What follows belongs to an exercise in optimizing a design on an open flow for small area; a production flow would make more cautious choices. Function was checked by simulation only, so behaviour that the tests miss may differ from the original. Power is estimated from default activity; no workload was simulated. The flow treats the clock pin as an ideal source, which a real chip does not have.

==> 09-05 <==
==> flow/design.v <==
package icache_pkg;
   localparam logic [1:0] S_IDLE = 2'd0;
   localparam logic [1:0] S_MISS = 2'd1;
   localparam logic [1:0] S_RESP = 2'd2;
endpackage
import icache_pkg::*;
module icache_victim_sel
#(
   parameter int WAYS  = 2,
   parameter int WAY_W = (WAYS > 1) ? $clog2(WAYS) : 1
) (
   input  logic [WAYS-1:0]  valid_i,
   input  logic [WAY_W-1:0] ptr_i,
   output logic [WAY_W-1:0] way_o,
   output logic             evict_o
);
   always_comb begin
      way_o   = ptr_i;
      evict_o = 1'b1;
      for (int w = WAYS - 1; w >= 0; w--) begin
         if (!valid_i[w]) begin
            way_o   = WAY_W'(w);
            evict_o = 1'b0;
         end
      end
      if (WAYS == 1) way_o = '0;
   end
endmodule
import icache_pkg::*;
module icache_sa
#(
   parameter int ADDR_W     = 32,
   parameter int LINE_BYTES = 16,
   parameter int SETS       = 4,
   parameter int WAYS       = 4,
   parameter int CNT_W      = 16
) (
   input  logic                                clk,
   input  logic                                reset,
   input  logic                                flush_i,
   input  logic                                cpu_req,
   input  logic [ADDR_W-1:0]                   cpu_addr,
   output logic [31:0]                         cpu_rdata,
   output logic                                cpu_valid,
   output logic                                cpu_stall,
   output logic                                mem_req,
   output logic [ADDR_W-$clog2(LINE_BYTES)-1:0] mem_addr,
   input  logic [LINE_BYTES*8-1:0]             mem_rdata,
   input  logic                                mem_ready,
   output logic [CNT_W-1:0]                    hit_cnt_o,
   output logic [CNT_W-1:0]                    miss_cnt_o
);
   localparam int OFF_W  = $clog2(LINE_BYTES);
   localparam int IDX_W  = $clog2(SETS);
   localparam int TAG_W  = ADDR_W - OFF_W - IDX_W;
   localparam int WAY_W  = (WAYS > 1) ? $clog2(WAYS) : 1;
   localparam int WPL    = LINE_BYTES / 4;
   localparam int WS_W   = (WPL > 1) ? $clog2(WPL) : 1;
   localparam int LINE_W = LINE_BYTES * 8;
   localparam int LINES  = SETS * WAYS;
   localparam int LN_W   = IDX_W + WAY_W;
   localparam int NPAIR  = WAYS / 2;             
   localparam logic [WAYS-1:0] EVEN = {(WAYS/2){2'b01}};    
   localparam int NW     = LINES * WPL + WPL;    
   localparam int NG3    = NW / 3;               
   localparam int NG     = NG3 + NW % 3;         
   localparam int NP     = (NG + 3) / 4;         
   logic [IDX_W-1:0] a_idx;
   logic [TAG_W-1:0] a_tag;
   logic [WS_W-1:0]  a_ws;
   assign a_idx = cpu_addr[OFF_W +: IDX_W];
   assign a_tag = cpu_addr[ADDR_W-1 -: TAG_W];
   assign a_ws  = WS_W'(cpu_addr[OFF_W-1:0] >> 2);
   logic [LINES-1:0]           valid_q;
   logic [SETS-1:0][WAY_W-1:0] ptr_q;
   logic [TAG_W-1:0]           tags_q [LINES];
   logic [LINE_W-1:0]          data_q [LINES];
   logic [1:0]                 ph_q;
   logic                       rot;        
   logic [1:0]                 spol;       
   logic                       wpol;       
   assign rot     = ph_q[0];
   assign spol[0] = ph_q[1];
   assign spol[1] = !(ph_q[1] ^ ph_q[0]);
   assign wpol    = !(ph_q[1] ^ ph_q[0]);
   logic                       pend_q;     
   logic [LINE_W-1:0]          stg_q;
   logic             miss_q, resp_q, drop_q, cvalid_q;
   logic [LINES-1:0] rline_q;    
   logic             rstg_q;     
   logic             rpol_q;     
   logic [WPL-1:0]   rws_q;      
   logic [CNT_W-1:0] hit_cnt_q, miss_cnt_q;
   logic [IDX_W-1:0] lat_idx_q;
   logic [TAG_W-1:0] lat_tag_q;
   logic [WS_W-1:0]  lat_ws_q;
   logic [WAY_W-1:0] vic_way_q;
   logic             evict_q;
   logic [SETS-1:0] set_oh;
   always_comb begin
      for (int s = 0; s < SETS; s++) set_oh[s] = (a_idx == IDX_W'(s));
   end
   logic [WAYS-1:0] match;
   logic [1:0][TAG_W-1:0] a_pol;    
   assign a_pol[0] = a_tag ^ {TAG_W{spol[0]}};
   assign a_pol[1] = a_tag ^ {TAG_W{spol[1]}};
   for (genvar w = 0; w < WAYS; w++) begin : g_way
      logic [TAG_W-1:0] mm;      
      logic [SETS-1:0]  vs;
      logic [SETS-1:0]  sel;     
      icache_dec #(.W(IDX_W)) u_dec (.a(a_idx), .y(sel));
      for (genvar b = 0; b < TAG_W; b++) begin : g_bit
         logic [SETS-1:0] t;
         for (genvar s = 0; s < SETS; s++) begin : g_set
            assign t[s] = tags_q[s*WAYS + w][b];
         end
         icache_tag_bit #(.SETS(SETS)) u_bit (.t(t), .sel(sel), .a(a_pol[w % 2][b]), .mm(mm[b]));
      end
      for (genvar s = 0; s < SETS; s++) begin : g_vs
         assign vs[s] = rot ? valid_q[s*WAYS + (w ^ 1)] : valid_q[s*WAYS + w];
      end
      icache_match #(.N(TAG_W), .SETS(SETS)) u_match (
         .mm(mm), .v(vs), .sel(sel), .match(match[w]));
   end
   logic hit;
   assign hit = |match;
   logic [WAY_W-1:0] vic_way;
   logic             evict;
   logic [TAG_W-1:0]  tag_e_d  [SETS*NPAIR];
   logic [LINE_W-1:0] data_e_d [SETS*NPAIR];
   icache_victim_sel #(.WAYS(WAYS), .WAY_W(WAY_W)) u_vsel (
      .valid_i (valid_q[a_idx*WAYS +: WAYS]),
      .ptr_i   (ptr_q[a_idx]),
      .way_o   (vic_way),
      .evict_o (evict)
   );
   logic idle, accept, do_hit, do_miss, install;
   assign idle    = !miss_q && !resp_q;
   assign accept  = idle && cpu_req && !flush_i;
   assign do_hit  = accept && hit;
   assign do_miss = accept && !hit;
   assign install = miss_q && mem_ready && !drop_q && !flush_i;
   always_ff @(posedge clk) begin
      if (reset) begin
         miss_q     <= 1'b0;
         resp_q     <= 1'b0;
         drop_q     <= 1'b0;
         cvalid_q   <= 1'b0;
         valid_q    <= '0;
         ptr_q      <= '0;
         hit_cnt_q  <= '0;
         miss_cnt_q <= '0;
      end else begin
         miss_q   <= do_miss || (miss_q && !mem_ready);
         resp_q   <= install;
         drop_q   <= miss_q && !mem_ready && (drop_q || flush_i);
         cvalid_q <= do_hit || install;
         if (do_hit && ~&hit_cnt_q) hit_cnt_q <= hit_cnt_q + 1'b1;
         if (do_miss && ~&miss_cnt_q) miss_cnt_q <= miss_cnt_q + 1'b1;
         if (flush_i) begin
            valid_q <= '0;
         end else if (install) begin
            valid_q[lat_idx_q*WAYS + vic_way_q] <= 1'b1;
            if (evict_q) ptr_q[lat_idx_q] <= vic_way_q + 1'b1;
         end
      end
   end
   logic              direct;
   logic [LINE_W-1:0] newdata;
   logic [SETS*NPAIR-1:0] wr;
   assign direct  = vic_way_q[0] ^ rot;
   assign newdata = (pend_q ? stg_q : mem_rdata) ^ {LINE_W{wpol}};
   always_comb begin
      for (int r = 0; r < SETS*NPAIR; r++)
         wr[r] = (lat_idx_q == IDX_W'(r / NPAIR)) && (vic_way_q[WAY_W-1:1] == (WAY_W-1)'(r % NPAIR))
                 && ((install && direct) || pend_q);
   end
   always_ff @(posedge clk) begin
      if (reset) begin
         ph_q   <= '0;
         pend_q <= 1'b0;
      end else begin
         ph_q   <= ph_q + 1'b1;
         pend_q <= install && !direct;
      end
      stg_q <= mem_rdata;
   end
   for (genvar r = 0; r < SETS*NPAIR; r++) begin : g_pair
      for (genvar b = 0; b < TAG_W; b++) begin : g_tb
         icache_oai22 u_e (.a(tags_q[2*r+1][b]), .b(wr[r]), .c(lat_tag_q[b] ^ wpol), .d(!wr[r]),
                           .y(tag_e_d[r][b]));
      end
      for (genvar b = 0; b < LINE_W; b++) begin : g_db
         icache_oai22 u_e (.a(data_q[2*r+1][b]), .b(wr[r]), .c(newdata[b]), .d(!wr[r]),
                           .y(data_e_d[r][b]));
      end
   end
   always_ff @(posedge clk) begin
      for (int r = 0; r < SETS*NPAIR; r++) begin
         tags_q[2*r]   <= tag_e_d[r];
         tags_q[2*r+1] <= tags_q[2*r];
         data_q[2*r]   <= data_e_d[r];
         data_q[2*r+1] <= data_q[2*r];
      end
   end
   always_ff @(posedge clk) begin
      if (idle) begin
         lat_idx_q <= a_idx;
         lat_tag_q <= a_tag;
         lat_ws_q  <= a_ws;
         vic_way_q <= vic_way;
         evict_q   <= evict;
      end
   end
   always_ff @(posedge clk) begin
      for (int l = 0; l < LINES; l++)
         rline_q[l] <= !miss_q && set_oh[l / WAYS] && match[(l % WAYS) ^ 1];
      rstg_q <= miss_q;
      rpol_q <= !miss_q && (|(match & EVEN) ? ph_q[1] : ph_q[1] ^ ph_q[0]);
      for (int k = 0; k < WPL; k++)
         rws_q[k] <= ((miss_q ? lat_ws_q : a_ws) == WS_W'(k));
   end
   logic [1:0][NW-1:0] wsel;
   for (genvar h = 0; h < 2; h++) begin : g_half
      for (genvar i = 0; i < NW; i++) begin : g_ws
         icache_and2 u_and (.a(i < LINES*WPL ? rline_q[(i / WPL) % LINES] : rstg_q),
                            .b(rws_q[i % WPL]), .y(wsel[h][i]));
      end
   end
   for (genvar b = 0; b < 32; b++) begin : g_rd
      logic [NW-1:0] t;
      logic [NG-1:0] y;        
      logic [NP-1:0] p;        
      for (genvar i = 0; i < NW; i++) begin : g_t
         if (i < LINES*WPL) begin : g_slot
            assign t[i] = data_q[i / WPL][32*(i % WPL) + b];
         end else begin : g_stg
            assign t[i] = stg_q[32*(i % WPL) + b];
         end
      end
      for (genvar g = 0; g < NG; g++) begin : g_g
         localparam int N  = (g < NG3) ? 3 : 1;
         localparam int O  = (g < NG3) ? 3*g : 3*NG3 + (g - NG3);
         icache_aoi #(.N(N)) u_aoi (.d(t[O +: N]), .s(wsel[b / 16][O +: N]), .y(y[g]));
      end
      for (genvar q = 0; q < NP; q++) begin : g_p
         localparam int N = (4*q + 4 <= NG) ? 4 : NG - 4*q;
         icache_nand #(.N(N)) u_nand (.a(y[4*q +: N]), .y(p[q]));
      end
      icache_orx #(.N(NP)) u_or (.a(p), .x(rpol_q), .y(cpu_rdata[b]));
   end
   assign cpu_valid  = cvalid_q;
   assign cpu_stall  = !idle || (cpu_req && (flush_i || !hit));
   assign mem_req    = miss_q;
   assign mem_addr   = {lat_tag_q, lat_idx_q};
   assign hit_cnt_o  = hit_cnt_q;
   assign miss_cnt_o = miss_cnt_q;
endmodule
module icache_tag_bit #(parameter int SETS = 4) (
   input  logic [SETS-1:0] t,
   input  logic [SETS-1:0] sel,
   input  logic            a,
   output logic            mm
);
   localparam int NGR = (SETS + 2) / 3;
   logic [NGR-1:0] y;
   logic           ts;
   for (genvar g = 0; g < NGR; g++) begin : g_gr
      localparam int N = (3*g + 3 <= SETS) ? 3 : SETS - 3*g;
      icache_aoi #(.N(N)) u_aoi (.d(t[3*g +: N]), .s(sel[3*g +: N]), .y(y[g]));
   end
   icache_nand #(.N(NGR)) u_nand (.a(y), .y(ts));
   icache_xor u_xor (.a(a), .b(ts), .y(mm));
endmodule
module icache_dec #(parameter int W = 2) (
   input  logic [W-1:0]      a,
   output logic [(1<<W)-1:0] y
);
   always_comb begin
      for (int i = 0; i < (1 << W); i++) y[i] = (a == W'(i));
   end
endmodule
module icache_oai22 (
   input  logic a,
   input  logic b,
   input  logic c,
   input  logic d,
   output logic y
);
   assign y = !((a | b) & (c | d));
endmodule
module icache_and2 (
   input  logic a,
   input  logic b,
   output logic y
);
   assign y = a & b;
endmodule
module icache_xor (
   input  logic a,
   input  logic b,
   output logic y
);
   assign y = a ^ b;
endmodule
module icache_match #(parameter int N = 26, parameter int SETS = 4) (
   input  logic [N-1:0]    mm,
   input  logic [SETS-1:0] v,
   input  logic [SETS-1:0] sel,
   output logic            match
);
   assign match = |(v & sel) && !(|mm);
endmodule
module icache_aoi #(parameter int N = 3) (
   input  logic [N-1:0] d,
   input  logic [N-1:0] s,
   output logic         y
);
   assign y = ~|(d & s);
endmodule
module icache_nand #(parameter int N = 4) (
   input  logic [N-1:0] a,
   output logic         y
);
   assign y = ~&a;
endmodule
module icache_orx #(parameter int N = 6) (
   input  logic [N-1:0] a,
   input  logic         x,
   output logic         y
);
   assign y = (|a) ^ x;
endmodule
==> flow/flow/run.sh <==
#!/bin/bash
# The standard layout (the standard.sh, standard synthesis unchanged) with
# two different arguments: the clock tree is built from clkbuf_16 clusters of
# at most 28 flip-flops without dummy loads, and the port buffers are buf_1
# cells.
set -euo pipefail
export CTS_ARGS="-sink_clustering_enable -repair_clock_nets -dont_use_dummy_load -sink_buffer_max_cap_derate 1.0 -buf_list sky130_fd_sc_hd__clkbuf_16 -sink_clustering_size 28 -sink_clustering_max_diameter 100"
export BUFFER_PORTS_ARGS="-buffer_cell sky130_fd_sc_hd__buf_1"
bash standard.sh > standard.log 2>&1
==> flow/standard.sh <==
#!/bin/bash
# synth_recipe.tcl (not shown) runs the flow's synth.tcl, then flattens the netlist and writes it again
# the make line also repeats each setting of config.mk as NAME=value (left out here)
make -C /OpenROAD-flow-scripts/flow DESIGN_CONFIG=/design/flow/config.mk WORK_HOME=/design/flow/orfs CLKGATE_MAP_FILE= SYNTH_SCRIPT=/design/flow/synth_recipe.tcl "${@:-finish}"
==> flow/config.mk <==
export PLATFORM = sky130hd
export DESIGN_NAME = icache_sa
export DESIGN_NICKNAME = icache_sa
export VERILOG_FILES = /design/flow/design.v
export SDC_FILE = /design/flow/constraint.sdc
export NUM_CORES = 4
export LEC_CHECK = 0
export CAP_MARGIN = 20
export CORE_MARGIN = 2
export CORE_UTILIZATION = 70
export PLACE_DENSITY = 0.8
export SLEW_MARGIN = 20
export SYNTH_HIERARCHICAL = 1
==> flow/constraint.sdc <==
create_clock -name core_clock -period 6.0 [get_ports {clk}]
set_input_delay 1.2000 -clock core_clock [delete_from_list [all_inputs] [get_ports {clk}]]
set_output_delay 1.2000 -clock core_clock [all_outputs]
set_load 0.01 [all_outputs]
==> 02-18: changes against 09-05 <==
--- a/flow/design.v
+++ b/flow/design.v
@@ -61,7 +61,4 @@
    localparam int LN_W   = IDX_W + WAY_W;
-   localparam int NPAIR  = WAYS / 2;             
-   localparam logic [WAYS-1:0] EVEN = {(WAYS/2){2'b01}};    
-   localparam int NW     = LINES * WPL + WPL;    
-   localparam int NG3    = NW / 3;               
-   localparam int NG     = NG3 + NW % 3;         
+   localparam int NW     = LINES * WPL;          
+   localparam int NG     = (NW + 2) / 3;         
    localparam int NP     = (NG + 3) / 4;         
@@ -77,16 +74,4 @@
    logic [LINE_W-1:0]          data_q [LINES];
-   logic [1:0]                 ph_q;
-   logic                       rot;        
-   logic [1:0]                 spol;       
-   logic                       wpol;       
-   assign rot     = ph_q[0];
-   assign spol[0] = ph_q[1];
-   assign spol[1] = !(ph_q[1] ^ ph_q[0]);
-   assign wpol    = !(ph_q[1] ^ ph_q[0]);
-   logic                       pend_q;     
-   logic [LINE_W-1:0]          stg_q;
    logic             miss_q, resp_q, drop_q, cvalid_q;
    logic [LINES-1:0] rline_q;    
-   logic             rstg_q;     
-   logic             rpol_q;     
    logic [WPL-1:0]   rws_q;      
@@ -103,5 +88,2 @@
    logic [WAYS-1:0] match;
-   logic [1:0][TAG_W-1:0] a_pol;    
-   assign a_pol[0] = a_tag ^ {TAG_W{spol[0]}};
-   assign a_pol[1] = a_tag ^ {TAG_W{spol[1]}};
    for (genvar w = 0; w < WAYS; w++) begin : g_way
@@ -116,6 +98,6 @@
          end
-         icache_tag_bit #(.SETS(SETS)) u_bit (.t(t), .sel(sel), .a(a_pol[w % 2][b]), .mm(mm[b]));
+         icache_tag_bit #(.SETS(SETS)) u_bit (.t(t), .sel(sel), .a(a_tag[b]), .mm(mm[b]));
       end
       for (genvar s = 0; s < SETS; s++) begin : g_vs
-         assign vs[s] = rot ? valid_q[s*WAYS + (w ^ 1)] : valid_q[s*WAYS + w];
+         assign vs[s] = valid_q[s*WAYS + w];
       end
@@ -128,4 +110,2 @@
    logic             evict;
-   logic [TAG_W-1:0]  tag_e_d  [SETS*NPAIR];
-   logic [LINE_W-1:0] data_e_d [SETS*NPAIR];
    icache_victim_sel #(.WAYS(WAYS), .WAY_W(WAY_W)) u_vsel (
@@ -167,30 +147,8 @@
    end
-   logic              direct;
-   logic [LINE_W-1:0] newdata;
-   logic [SETS*NPAIR-1:0] wr;
-   assign direct  = vic_way_q[0] ^ rot;
-   assign newdata = (pend_q ? stg_q : mem_rdata) ^ {LINE_W{wpol}};
+   logic [LINES-1:0] vic_oh, clr, wr;
    always_comb begin
-      for (int r = 0; r < SETS*NPAIR; r++)
-         wr[r] = (lat_idx_q == IDX_W'(r / NPAIR)) && (vic_way_q[WAY_W-1:1] == (WAY_W-1)'(r % NPAIR))
-                 && ((install && direct) || pend_q);
-   end
-   always_ff @(posedge clk) begin
-      if (reset) begin
-         ph_q   <= '0;
-         pend_q <= 1'b0;
-      end else begin
-         ph_q   <= ph_q + 1'b1;
-         pend_q <= install && !direct;
-      end
-      stg_q <= mem_rdata;
-   end
-   for (genvar r = 0; r < SETS*NPAIR; r++) begin : g_pair
-      for (genvar b = 0; b < TAG_W; b++) begin : g_tb
-         icache_oai22 u_e (.a(tags_q[2*r+1][b]), .b(wr[r]), .c(lat_tag_q[b] ^ wpol), .d(!wr[r]),
-                           .y(tag_e_d[r][b]));
-      end
-      for (genvar b = 0; b < LINE_W; b++) begin : g_db
-         icache_oai22 u_e (.a(data_q[2*r+1][b]), .b(wr[r]), .c(newdata[b]), .d(!wr[r]),
-                           .y(data_e_d[r][b]));
+      for (int l = 0; l < LINES; l++) begin
+         vic_oh[l] = (lat_idx_q == IDX_W'(l / WAYS)) && (vic_way_q == WAY_W'(l % WAYS));
+         clr[l]    = miss_q && vic_oh[l];
+         wr[l]     = install && vic_oh[l];
       end
@@ -198,7 +156,5 @@
    always_ff @(posedge clk) begin
-      for (int r = 0; r < SETS*NPAIR; r++) begin
-         tags_q[2*r]   <= tag_e_d[r];
-         tags_q[2*r+1] <= tags_q[2*r];
-         data_q[2*r]   <= data_e_d[r];
-         data_q[2*r+1] <= data_q[2*r];
+      for (int l = 0; l < LINES; l++) begin
+         tags_q[l] <= (tags_q[l] & {TAG_W{!clr[l]}}) | (lat_tag_q & {TAG_W{wr[l]}});
+         data_q[l] <= (data_q[l] & {LINE_W{!clr[l]}}) | (mem_rdata & {LINE_W{wr[l]}});
       end
@@ -216,5 +172,3 @@
       for (int l = 0; l < LINES; l++)
-         rline_q[l] <= !miss_q && set_oh[l / WAYS] && match[(l % WAYS) ^ 1];
-      rstg_q <= miss_q;
-      rpol_q <= !miss_q && (|(match & EVEN) ? ph_q[1] : ph_q[1] ^ ph_q[0]);
+         rline_q[l] <= miss_q ? vic_oh[l] : set_oh[l / WAYS] && match[l % WAYS];
       for (int k = 0; k < WPL; k++)
@@ -225,4 +179,3 @@
       for (genvar i = 0; i < NW; i++) begin : g_ws
-         icache_and2 u_and (.a(i < LINES*WPL ? rline_q[(i / WPL) % LINES] : rstg_q),
-                            .b(rws_q[i % WPL]), .y(wsel[h][i]));
+         icache_and2 u_and (.a(rline_q[i / WPL]), .b(rws_q[i % WPL]), .y(wsel[h][i]));
       end
@@ -234,12 +187,7 @@
       for (genvar i = 0; i < NW; i++) begin : g_t
-         if (i < LINES*WPL) begin : g_slot
-            assign t[i] = data_q[i / WPL][32*(i % WPL) + b];
-         end else begin : g_stg
-            assign t[i] = stg_q[32*(i % WPL) + b];
-         end
+         assign t[i] = data_q[i / WPL][32*(i % WPL) + b];
       end
       for (genvar g = 0; g < NG; g++) begin : g_g
-         localparam int N  = (g < NG3) ? 3 : 1;
-         localparam int O  = (g < NG3) ? 3*g : 3*NG3 + (g - NG3);
-         icache_aoi #(.N(N)) u_aoi (.d(t[O +: N]), .s(wsel[b / 16][O +: N]), .y(y[g]));
+         localparam int N = (3*g + 3 <= NW) ? 3 : NW - 3*g;
+         icache_aoi #(.N(N)) u_aoi (.d(t[3*g +: N]), .s(wsel[b / 16][3*g +: N]), .y(y[g]));
       end
@@ -249,3 +197,3 @@
       end
-      icache_orx #(.N(NP)) u_or (.a(p), .x(rpol_q), .y(cpu_rdata[b]));
+      icache_or #(.N(NP)) u_or (.a(p), .y(cpu_rdata[b]));
    end
@@ -282,11 +230,2 @@
 endmodule
-module icache_oai22 (
-   input  logic a,
-   input  logic b,
-   input  logic c,
-   input  logic d,
-   output logic y
-);
-   assign y = !((a | b) & (c | d));
-endmodule
 module icache_and2 (
@@ -326,8 +265,7 @@
 endmodule
-module icache_orx #(parameter int N = 6) (
+module icache_or #(parameter int N = 6) (
    input  logic [N-1:0] a,
-   input  logic         x,
    output logic         y
 );
-   assign y = (|a) ^ x;
+   assign y = |a;
 endmodule
==> flow/flow/run.sh (replaced) <==
#!/bin/bash
# The standard layout (the standard.sh, standard synthesis unchanged) with
# two different arguments: the clock tree is built from clkbuf_16 clusters
# without dummy loads, and the port buffers are buf_1 cells.
set -euo pipefail
export CTS_ARGS="-sink_clustering_enable -repair_clock_nets -dont_use_dummy_load -buf_list sky130_fd_sc_hd__clkbuf_16 -sink_clustering_size 30 -sink_clustering_max_diameter 60"
export BUFFER_PORTS_ARGS="-buffer_cell sky130_fd_sc_hd__buf_1"
bash standard.sh > standard.log 2>&1
--- a/flow/config.mk
+++ b/flow/config.mk
@@ -9,4 +9,7 @@
 export CORE_MARGIN = 2
-export CORE_UTILIZATION = 70
-export PLACE_DENSITY = 0.8
+export CORE_UTILIZATION = 60
+export CTS_BUF_LIST = sky130_fd_sc_hd__clkbuf_16
+export CTS_CLUSTER_DIAMETER = 60
+export CTS_CLUSTER_SIZE = 30
+export PLACE_DENSITY = 0.7
 export SLEW_MARGIN = 20
==> 08-11: changes against 09-05 <==
--- a/flow/design.v
+++ b/flow/design.v
@@ -62,6 +62,4 @@
    localparam int NPAIR  = WAYS / 2;             
-   localparam logic [WAYS-1:0] EVEN = {(WAYS/2){2'b01}};    
    localparam int NW     = LINES * WPL + WPL;    
-   localparam int NG3    = NW / 3;               
-   localparam int NG     = NG3 + NW % 3;         
+   localparam int NG     = (NW + 2) / 3;         
    localparam int NP     = (NG + 3) / 4;         
@@ -77,10 +75,3 @@
    logic [LINE_W-1:0]          data_q [LINES];
-   logic [1:0]                 ph_q;
-   logic                       rot;        
-   logic [1:0]                 spol;       
-   logic                       wpol;       
-   assign rot     = ph_q[0];
-   assign spol[0] = ph_q[1];
-   assign spol[1] = !(ph_q[1] ^ ph_q[0]);
-   assign wpol    = !(ph_q[1] ^ ph_q[0]);
+   logic                       rot_q;
    logic                       pend_q;     
@@ -90,3 +81,2 @@
    logic             rstg_q;     
-   logic             rpol_q;     
    logic [WPL-1:0]   rws_q;      
@@ -103,5 +93,2 @@
    logic [WAYS-1:0] match;
-   logic [1:0][TAG_W-1:0] a_pol;    
-   assign a_pol[0] = a_tag ^ {TAG_W{spol[0]}};
-   assign a_pol[1] = a_tag ^ {TAG_W{spol[1]}};
    for (genvar w = 0; w < WAYS; w++) begin : g_way
@@ -116,6 +103,6 @@
          end
-         icache_tag_bit #(.SETS(SETS)) u_bit (.t(t), .sel(sel), .a(a_pol[w % 2][b]), .mm(mm[b]));
+         icache_tag_bit #(.SETS(SETS)) u_bit (.t(t), .sel(sel), .a(a_tag[b]), .mm(mm[b]));
       end
       for (genvar s = 0; s < SETS; s++) begin : g_vs
-         assign vs[s] = rot ? valid_q[s*WAYS + (w ^ 1)] : valid_q[s*WAYS + w];
+         assign vs[s] = rot_q ? valid_q[s*WAYS + (w ^ 1)] : valid_q[s*WAYS + w];
       end
@@ -170,4 +157,4 @@
    logic [SETS*NPAIR-1:0] wr;
-   assign direct  = vic_way_q[0] ^ rot;
-   assign newdata = (pend_q ? stg_q : mem_rdata) ^ {LINE_W{wpol}};
+   assign direct  = vic_way_q[0] ^ rot_q;
+   assign newdata = pend_q ? stg_q : mem_rdata;
    always_comb begin
@@ -179,6 +166,6 @@
       if (reset) begin
-         ph_q   <= '0;
+         rot_q  <= 1'b0;
          pend_q <= 1'b0;
       end else begin
-         ph_q   <= ph_q + 1'b1;
+         rot_q  <= !rot_q;
          pend_q <= install && !direct;
@@ -189,8 +176,8 @@
       for (genvar b = 0; b < TAG_W; b++) begin : g_tb
-         icache_oai22 u_e (.a(tags_q[2*r+1][b]), .b(wr[r]), .c(lat_tag_q[b] ^ wpol), .d(!wr[r]),
-                           .y(tag_e_d[r][b]));
+         icache_ao22 u_e (.a(tags_q[2*r+1][b]), .ea(!wr[r]), .b(lat_tag_q[b]), .eb(wr[r]),
+                          .y(tag_e_d[r][b]));
       end
       for (genvar b = 0; b < LINE_W; b++) begin : g_db
-         icache_oai22 u_e (.a(data_q[2*r+1][b]), .b(wr[r]), .c(newdata[b]), .d(!wr[r]),
-                           .y(data_e_d[r][b]));
+         icache_ao22 u_e (.a(data_q[2*r+1][b]), .ea(!wr[r]), .b(newdata[b]), .eb(wr[r]),
+                          .y(data_e_d[r][b]));
       end
@@ -218,3 +205,2 @@
       rstg_q <= miss_q;
-      rpol_q <= !miss_q && (|(match & EVEN) ? ph_q[1] : ph_q[1] ^ ph_q[0]);
       for (int k = 0; k < WPL; k++)
@@ -241,5 +227,4 @@
       for (genvar g = 0; g < NG; g++) begin : g_g
-         localparam int N  = (g < NG3) ? 3 : 1;
-         localparam int O  = (g < NG3) ? 3*g : 3*NG3 + (g - NG3);
-         icache_aoi #(.N(N)) u_aoi (.d(t[O +: N]), .s(wsel[b / 16][O +: N]), .y(y[g]));
+         localparam int N = (3*g + 3 <= NW) ? 3 : NW - 3*g;
+         icache_aoi #(.N(N)) u_aoi (.d(t[3*g +: N]), .s(wsel[b / 16][3*g +: N]), .y(y[g]));
       end
@@ -249,3 +234,3 @@
       end
-      icache_orx #(.N(NP)) u_or (.a(p), .x(rpol_q), .y(cpu_rdata[b]));
+      icache_or #(.N(NP)) u_or (.a(p), .y(cpu_rdata[b]));
    end
@@ -282,10 +267,10 @@
 endmodule
-module icache_oai22 (
+module icache_ao22 (
    input  logic a,
+   input  logic ea,
    input  logic b,
-   input  logic c,
-   input  logic d,
+   input  logic eb,
    output logic y
 );
-   assign y = !((a | b) & (c | d));
+   assign y = (a & ea) | (b & eb);
 endmodule
@@ -326,8 +311,7 @@
 endmodule
-module icache_orx #(parameter int N = 6) (
+module icache_or #(parameter int N = 6) (
    input  logic [N-1:0] a,
-   input  logic         x,
    output logic         y
 );
-   assign y = (|a) ^ x;
+   assign y = |a;
 endmodule
==> flow/flow/run.sh (replaced) <==
#!/bin/bash
# The standard layout (the standard.sh, standard synthesis unchanged) with
# two different arguments: the clock tree is built from clkbuf_16 clusters
# without dummy loads, and the port buffers are buf_1 cells.
set -euo pipefail
export CTS_ARGS="-sink_clustering_enable -repair_clock_nets -dont_use_dummy_load -buf_list sky130_fd_sc_hd__clkbuf_16 -sink_clustering_size 30 -sink_clustering_max_diameter 60"
export BUFFER_PORTS_ARGS="-buffer_cell sky130_fd_sc_hd__buf_1"
bash standard.sh > standard.log 2>&1
==> summary.txt <==
quantity                                                                       08-11           02-18           09-05
Part of the total power dissipated in combinational logic                      0.038           0.056           0.088
Net Sw Frac                                                                    0.219           0.233           0.252
Seq_cells                                                                      2,708           2,577           2,710
Worst-case reg-to-reg path depth                                                   7              12              12
Worst Min Path Start                                                   data_q[0][42]        ptr_q[1]   data_q[0][93]
Compound-cell area share of the yosys netlist                                  0.242           0.328           0.202
Leakage power                                                                34.2 nW         37.5 nW         34.3 nW
Layout buffer count excluding clock buffers                                      391             481             456
Routability-driven placement congestion ratio                                  0.930           0.944           0.951
Mean instance size in the synthesized netlist                             13.5 sq um      11.6 sq um      12.8 sq um
Area of the placeable core                                             117,000 sq um   152,000 sq um   116,000 sq um
Power density normalized to cell area                                    335 nW/um^2     307 nW/um^2     353 nW/um^2
Final core utilization                                                         0.773           0.645           0.766
Slew of the pin with the lowest slew margin                                  1.34 ns         1.32 ns         1.39 ns
Worst rel slew slack                                                           0.104           0.122          0.0675
Area fraction in and, or, nand and nor cells after synthesis                  0.0575          0.0537          0.0645
Share of final layout cell area taken by clock buffers and inverters          0.0389          0.0371          0.0299
Maximum ir drop on the vdd rail                                               306 uV          312 uV          301 uV
Result of the run                                                     finished clean  finished clean  finished clean
Routed length per instance                                                   33.3 um         35.3 um         34.6 um
Start point of the critical path                                         cpu_addr[4]     cpu_addr[5]     cpu_addr[5]

port drivers added, routing unchanged:
The flow's constraints put no driver on any port. The routed layouts listed below were extracted and timed again, unchanged, in two steps. Step 1, drivers: a clkbuf_16 drives clk and a buf_2 each remaining input, both assumed. Step 2 times the ports against the registers' clock, not the clock port: input delays grow and output delays shrink by t, the midpoint of the rising clock arrivals with the driver on. a / b / c = no drivers / after step 1 / after step 2; a / b = the first two.
| run | t (ns) | setup slack, ns | worst setup path at the end | slew at the worst register clock pin (ns) | worst data-port slew with drivers (ns) |
|---|---|---|---|---|---|
| 09-05 | 0.821 | 0.131 / 0.101 / 0.101 | input to output | 0.12 / 0.12 | 0.18 |
| 02-18 | 0.871 | 0.203 / 0.181 / 0.181 | input to output | 0.11 / 0.11 | 0.19 |
| 08-11 | 0.847 | 0.061 / 0.020 / 0.020 | input to output | 0.11 / 0.11 | 0.16 |
After both steps setup and hold are still met in every run listed. The setup slack of 08-11, which loses most, moves by -0.041 ns with the drivers and by -0.041 ns with both steps.
